What follows belongs to an exercise in optimizing a design on an open flow for small area; a production flow would make more cautious choices. Function was checked by simulation only, so behaviour that the tests miss may differ from the original. Power and IR drop assume default switching activity.

## build 85
==> flow/design.v (excerpt) <==
module unflatten_stream #(
  parameter int DATA_W = cnn_pkg::DATA_W,
  parameter int COLS   = cnn_pkg::COLS,
  parameter int ROWS   = cnn_pkg::ROWS
) (
  input  logic                     clk,
  input  logic                     rst_n,
  input  logic                     start,
  input  logic                     in_valid,
  output logic                     in_ready,
  input  logic signed [DATA_W-1:0] in_data,
  input  logic                     in_last,
  output logic [COLS*ROWS*DATA_W-1:0] grid_out,
  output logic                     frame_valid,
  input  logic                     frame_ack,
  output logic                     busy,
  output logic                     len_err
);
Size in the first run: about 2,000 cells after synthesis, roughly 2,000 I/O pins.
==> flow/config.mk <==
export PLATFORM = sky130hd
export DESIGN_NAME = unflatten_stream
export DESIGN_NICKNAME = unflatten_stream
export VERILOG_FILES = /design/flow/design.v
export SDC_FILE = /design/flow/constraint.sdc
export NUM_CORES = 4
export LEC_CHECK = 0
export CAP_MARGIN = 20
export CORE_AREA = 5 5 715 715
export CTS_BUF_LIST = sky130_fd_sc_hd__clkbuf_8
export CTS_CLUSTER_DIAMETER = 50
export CTS_CLUSTER_SIZE = 18
export DIE_AREA = 0 0 720 720
export PLACE_DENSITY = 0.8
export SLEW_MARGIN = 20
==> flow/constraint.sdc <==
create_clock -name core_clock -period 5.0 [get_ports {clk}]
set_input_delay 1.0000 -clock core_clock [delete_from_list [all_inputs] [get_ports {clk}]]
set_output_delay 1.0000 -clock core_clock [all_outputs]
set_load 0.01 [all_outputs]
standard.sh (not shown) runs the stock make flow with config.mk's settings and CLKGATE_MAP_FILE= SYNTH_SCRIPT=/design/flow/synth_recipe.tcl, a recipe that flattens the netlist after the stock synthesis.
==> flow/flow/run.sh <==
#!/bin/bash
# Standard layout, with the port buffers made from the smallest buffer cell.
set -euo pipefail
bash standard.sh BUFFER_PORTS_ARGS="-buffer_cell sky130_fd_sc_hd__buf_1" finish > standard.log 2>&1
## Diff of input files: build 23 against build 85
Settings: CTS_BUF_LIST removed (was sky130_fd_sc_hd__clkbuf_8); CORE_AREA changed from 5 5 715 715 to 5 5 515 515; CTS_CLUSTER_DIAMETER removed (was 50); DIE_AREA changed from 0 0 720 720 to 0 0 520 520; CTS_CLUSTER_SIZE removed (was 18).
==> flow/flow/run.sh <==
#!/bin/bash
# Standard layout, with the port buffers made from the smallest buffer cell and a clock
# tree of clkbuf_8 sink clusters without dummy loads.
set -euo pipefail
bash standard.sh \
  BUFFER_PORTS_ARGS="-buffer_cell sky130_fd_sc_hd__buf_1" \
  CTS_ARGS="-sink_clustering_enable -repair_clock_nets -dont_use_dummy_load -buf_list sky130_fd_sc_hd__clkbuf_8 -sink_clustering_size 17 -sink_clustering_max_diameter 100" \
  finish > standard.log 2>&1
Results
Build 23: it failed during I/O pin placement (3_2_place_iop), and the tool reported PPL-0024.
Delta (build 23 minus build 85): parity-gate share of the synthesized area counting xor and xnor cells shows no meaningful change, proportion of synthesized flip-flops having asynchronous set or reset shows no meaningful change, synthesized area per cell level.
As far as number of distinct library cell variants in the gate-level netlist after synthesis goes, build 85 and build 23 are indistinguishable; the numbers are identical.
Comparing build 85 against build 23, there is no change at all in adder and majority cell fraction of the synthesized area.
Initial core utilization | build 23 above build 85
Synthesized area came out exactly the same in build 85 and build 23.
Going from build 85 to build 23, cell row count has decreased, overall die height went down 28%, synthesized cell count essentially unchanged, x dimension of the die lost about 28%.
> inputs changed (build 23 -> build 49)
Settings: DIE_AREA now 0 0 720 720, was 0 0 520 520; GPL_TIMING_DRIVEN now 0, previously not set; CORE_AREA now 5 5 715 715, was 5 5 515 515.
## What came out
Per the comparison of build 49 with build 23, async set or reset register ratio after synthesis about even; adder and majority gate portion of the synthesized area about even; simple-gate area share of the yosys netlist about even; synthesized net count about even. Between build 23 and build 49, starting utilization of the core area decreased. Re number of synthesized flops with an enable pin: no difference whatsoever between build 49 and build 23. [build 49] flow finished | final checks: failed | reasons: antenna violations. Tool error PPL-0024 stopped build 23 during I/O pin placement (3_2_place_iop); no final results. Side by side, horizontal die dimension turned out higher in build 49 than in build 23. Number of placement rows ended up about 40% higher on build 49 than on build 23. Re flop and latch count out of synthesis: no difference whatsoever between build 23 and build 49.
#### Input delta (build 31 over build 49)
Settings: removing GPL_TIMING_DRIVEN (formerly 0).
==> flow/flow/run.sh <==
#!/bin/bash
# Standard layout, with the port buffers made from the smallest buffer cell and a clock
# tree of clkbuf_8 sink clusters without dummy loads.
set -euo pipefail
bash standard.sh \
  BUFFER_PORTS_ARGS="-buffer_cell sky130_fd_sc_hd__buf_1" \
  CTS_ARGS="-sink_clustering_enable -repair_clock_nets -dont_use_dummy_load -buf_list sky130_fd_sc_hd__clkbuf_8 -sink_clustering_size 20 -sink_clustering_max_diameter 60" \
  finish > standard.log 2>&1
==> run summary <==
- Build 31 reached the end of the flow, and the finished layout is clean on the timing, DRC and antenna checks.
- Looking at worst-case reg-to-reg path depth across build 31 and build 49, the one that comes out lower is build 31.
- In build 31 the final-stage net count turned out about 0.6% higher than in build 49.
- A critical path start-end classification of reg2reg is what build 49 shows, while reg2out belongs to build 31.
- [compare] base=build 49 new=build 31: share of power burned in the clock network shrank by 0.5 points; final cell count without fillers closely matched the old numbers; post-detailed-placement half-perimeter wirelength picked up an extra about 2%; unique cell type count in the Yosys netlist barely changed.
- Build 31 ends up with higher non-clock buffer count than build 49 does.
- Relative to build 49, the number of violations reported at the end of detailed-routing iteration 0 of build 31 is higher by about 2.4%.
- Delta (build 31 minus build 49): post-detailed-routing wire length higher; power lower; stage delay of the slowest cell on the critical path lower.
What build 52 does differently from build 31 at the input level:
==> flow/flow/run.sh <==
#!/bin/bash
# Standard layout, with the port buffers made from the smallest buffer cell and a clock
# tree of clkbuf_8 sink clusters without dummy loads.
set -euo pipefail
bash standard.sh \
  BUFFER_PORTS_ARGS="-buffer_cell sky130_fd_sc_hd__buf_1" \
  CTS_ARGS="-sink_clustering_enable -repair_clock_nets -dont_use_dummy_load -buf_list sky130_fd_sc_hd__clkbuf_8 -sink_clustering_size 18 -sink_clustering_max_diameter 80" \
  finish > standard.log 2>&1
Notes after the runs:
The relative slew slack of build 52 was superior to that of build 31. Changes observed in build 52 relative to build 31: sequential share of layout area level, average vias per placed instance moved down, final hold slack moved up. In build 52 the top fanout value on the critical path turned out 4 higher than in build 31. Re count of clock-buffer cells in the layout: build 52 is 7 down on build 31. Diff build 31 -> build 52: sequential share of power rose by 0.2 points, minimum clock period after layout +0.051 ns, clock power share was more or less identical.

-- separate check: timing with driven ports --
No port has a modelled driver above. Below, the same layouts with a new extraction and two added sets of constraints. Step 1, drivers: a clkbuf_16 drives clk and a buf_2 each remaining input, both assumed. Step 2 also shifts input and output timing later by t, the mid clock arrival at the registers, as if the neighbouring blocks saw the same clock. a / b / c = no drivers / after step 1 / after step 2; a / b = the first two.
run	t (ns)	setup slack, ns	worst setup path after step 2	slew at the worst register clock pin (ns)	pins driven straight from the clock port
build 85	1.015	1.897 / 1.817 / 1.873	input to register	0.11 / 0.11	1
build 49	0.971	0.180 / 0.180 / -0.499	input to register	0.12 / 0.12	1
build 31	0.959	1.954 / 1.875 / 1.850	input to register	0.12 / 0.12	1
build 52	0.960	1.903 / 1.823 / 1.889	input to register	0.11 / 0.11	1
For build 49, which loses most, drivers alone change the setup slack by 0.000 ns; drivers and shift together by -0.679 ns.
